What follows belongs to an exercise in optimizing a design on an open flow for small area, a short achievable clock period and few clock cycles per item; a production flow would make more cautious choices. In this exercise RTL edits were held to simulation tests only and were not proved equivalent to the original.

P:
// rational_arith_reduce
module rational_arith_reduce (
    input  wire logic               clk,
    input  wire logic               rst_n,
    input  wire logic               in_valid,
    output logic                    in_stall,
    input  wire logic [1:0]         kind,
    input  wire logic signed [31:0] a_num,
    input  wire logic [30:0]        a_den,
    input  wire logic signed [31:0] b_num,
    input  wire logic [30:0]        b_den,
    output logic                    out_valid,
    input  wire logic               out_stall,
    output logic signed [31:0]      res_num,
    output logic [30:0]             res_den,
    output logic                    div_zero,
    output logic                    overflow
);
For scale: ~4,300 cells after synthesis, ~200 I/O pins, roughly 0.038 mm2 of cells after synthesis.
Settings: LEC_CHECK=0, CAP_MARGIN=5, CORE_MARGIN=2, CORE_UTILIZATION=62, SLEW_MARGIN=5; clock period 10.5 ns.
standard.sh (not shown) runs the stock make flow with config.mk's settings and CLKGATE_MAP_FILE= SYNTH_SCRIPT=/design/flow/synth_recipe.tcl, a recipe that flattens the netlist after the stock synthesis.
==> flow/flow/run.sh <==
#!/bin/bash
set -euo pipefail
bash standard.sh SETUP_SLACK_MARGIN=6 "BUFFER_PORTS_ARGS=-buffer_cell sky130_fd_sc_hd__buf_2" finish > orfs_make.log 2>&1
P finished all stages; the layout is clean.
Testbench counts of P, summed over its fixed seeds: cycles 54,254, items 1,920.
--- input diff P..Q ---
# P
export LEC_CHECK = 0
export CAP_MARGIN = 5
export CORE_MARGIN = 2
export CORE_UTILIZATION = 62
export SLEW_MARGIN = 5
create_clock -name core_clock -period 10.5 [get_ports {clk}]
# Q
export LEC_CHECK = 0
export CAP_MARGIN = 20
export CORE_MARGIN = 2
export CORE_UTILIZATION = 66
export SLEW_MARGIN = 20
create_clock -name core_clock -period 10.5 [get_ports {clk}]
==> comparison <==
- Q reports a lower layout buffer count excluding clock buffers than P does.
- Delta (Q minus P): fraction of area in clock buffers and inverters went up 0.71 points, met2 usage went up 2.3 points, wire length per cell held, global-route usage went up 2.0 points.
- When Q is set beside P, its row count turns out to be about 3.3% smaller.
- Area of the die: Q < P
- Looking only at number of diodes, and setting everything else aside, the higher value of Q and P goes to P.
- [Q vs P] worst reg2reg path depth: higher in Q
- Post-synthesis mux area share: P vs Q, no meaningful difference
Input-level comparison between R and Q:
# Q
export LEC_CHECK = 0
export CAP_MARGIN = 20
export CORE_MARGIN = 2
export CORE_UTILIZATION = 66
export SLEW_MARGIN = 20
create_clock -name core_clock -period 10.5 [get_ports {clk}]
# R
export LEC_CHECK = 0
export CAP_MARGIN = 20
export CORE_MARGIN = 2
export CORE_UTILIZATION = 62
export SLEW_MARGIN = 20
create_clock -name core_clock -period 10.5 [get_ports {clk}]
Results
Looking at the reports, R completed the entire flow and the layout it produced met the timing, DRC and antenna checks. When R is set beside Q, its final routed wirelength across all metal layers turns out to be about 1.4% larger. Count of nets after finishing of R exceeds that of Q slightly. Re antenna cell count: no difference whatsoever between Q and R. Summary of R over Q: total number of placement rows moved up.
## Diff of input files: S against R
# R
export LEC_CHECK = 0
export CAP_MARGIN = 20
export CORE_MARGIN = 2
export CORE_UTILIZATION = 62
export SLEW_MARGIN = 20
create_clock -name core_clock -period 10.5 [get_ports {clk}]
# S
export LEC_CHECK = 0
export CAP_MARGIN = 20
export CORE_MARGIN = 2
export CORE_UTILIZATION = 55
export SLEW_MARGIN = 20
create_clock -name core_clock -period 10.5 [get_ports {clk}]
==> flow/flow/run.sh <==
#!/bin/bash
set -euo pipefail
bash standard.sh SETUP_SLACK_MARGIN=6.2 "BUFFER_PORTS_ARGS=-buffer_cell sky130_fd_sc_hd__buf_2" finish > orfs_make.log 2>&1
Notes after the runs:
Biggest fanout along the worst timing path in S vs R: down 15. Compared with R, S shows final instance area higher by 0.0015 mm2. Relative to R, initial cell density of the core decreased by 7.3 points in S. S: PASS, flow complete, no timing, DRC or antenna violations. On met3 usage in global routing, the higher figure sits with R, not S. Utilization on S is down relative to R. Delta (S minus R): stage delay of the slowest cell on the critical path down 0.02 ns; fmax up about 0.7%; layout overhead on the synthesized area up 4.1 points; wire length on met3 down about 13%. Taking R as the reference, in S slew at the pin closest to its max-slew limit now sits higher.

rational_arith_reduce, a different RTL version from the one above (not shown whole).
Size in the first run: roughly 4300 cells after synthesis, about 480 flip-flops, about 200 I/O pins.
export LEC_CHECK = 0
export CAP_MARGIN = 20
export CORE_MARGIN = 2
export CORE_UTILIZATION = 55
export SETUP_SLACK_MARGIN = 5
export SLEW_MARGIN = 20
create_clock -name core_clock -period 10.5 [get_ports {clk}]
run.sh (not shown) runs the stock make flow with config.mk's settings and CLKGATE_MAP_FILE= SYNTH_SCRIPT=/design/flow/synth_recipe.tcl, a recipe that flattens the netlist after the stock synthesis.
Stock flow here: none of the scripts above is used.
Testbench counts at the start, summed over its fixed seeds: cycles 54,254, items 1,920.
Edit:
==> flow/flow/run.sh (new file) <==
#!/bin/bash
set -euo pipefail
bash standard.sh SETUP_SLACK_MARGIN=6 "BUFFER_PORTS_ARGS=-buffer_cell sky130_fd_sc_hd__buf_2" finish > orfs_make.log 2>&1
==> flow/standard.sh (new file) <==
#!/bin/bash
# synth_recipe.tcl (not shown) runs the flow's synth.tcl, then flattens the netlist and writes it again
# the make line also repeats each setting of config.mk as NAME=value (left out here)
make -C /OpenROAD-flow-scripts/flow DESIGN_CONFIG=/design/flow/config.mk WORK_HOME=/design/flow/orfs CLKGATE_MAP_FILE= SYNTH_SCRIPT=/design/flow/synth_recipe.tcl "${@:-finish}"
--- a/flow/config.mk
+++ b/flow/config.mk
@@ -10,3 +10,2 @@
 export CORE_UTILIZATION = 55
-export SETUP_SLACK_MARGIN = 5
 export SLEW_MARGIN = 20
removed: flow/run.sh
- The new run finished with timing, DRC and antenna clean
- register-to-register slack improves by 0.59 ns
- non-clock buffer count goes up by 139
- synthesized area is unchanged

## static timing again, ports no longer ideal
How much do the figures lean on ideal ports? The routed layouts below were timed once more, with nothing changed but the port constraints.
Step 1 (the two cells are an assumption about what drives the block):
set clk [get_ports {clk}]
set_driving_cell -lib_cell sky130_fd_sc_hd__clkbuf_16 $clk
set_driving_cell -lib_cell sky130_fd_sc_hd__buf_2 [delete_from_list [all_inputs] $clk]
Step 2 times the ports against the registers' clock, not the clock port: input delays grow and output delays shrink by t, the midpoint of the rising clock arrivals with the driver on.
Three values: ideal, step 1, step 2; two values: the first two.
| run | t (ns) | slack for setup (ns) | hold slack, ns | slew at the worst register clock pin (ns) | worst data-port slew with drivers (ns) |
|---|---|---|---|---|---|
| P | 0.691 | 5.962 / 5.962 / 5.395 | 0.484 / 0.484 / 0.484 | 0.07 / 0.07 | 0.05 |
| Q | 0.692 | 5.995 / 5.995 / 5.341 | 0.460 / 0.460 / 0.460 | 0.07 / 0.07 | 0.05 |
| R | 0.693 | 5.974 / 5.974 / 5.326 | 0.486 / 0.486 / 0.486 | 0.07 / 0.07 | 0.05 |
| S | 0.690 | 6.008 / 6.008 / 5.602 | 0.476 / 0.476 / 0.476 | 0.07 / 0.07 | 0.08 |
| the first run of note 2 | 0.691 | 5.216 / 5.211 / 4.520 | 0.487 / 0.487 / 0.487 | 0.07 / 0.07 | 0.13 |
| the second run of note 2 | 0.712 | 5.852 / 5.852 / 5.572 | 0.479 / 0.479 / 0.479 | 0.06 / 0.06 | 0.15 |
After both steps every run listed still meets setup and hold. The setup slack of the first run of note 2, which loses most, moves by -0.005 ns with the drivers and by -0.696 ns with both steps.
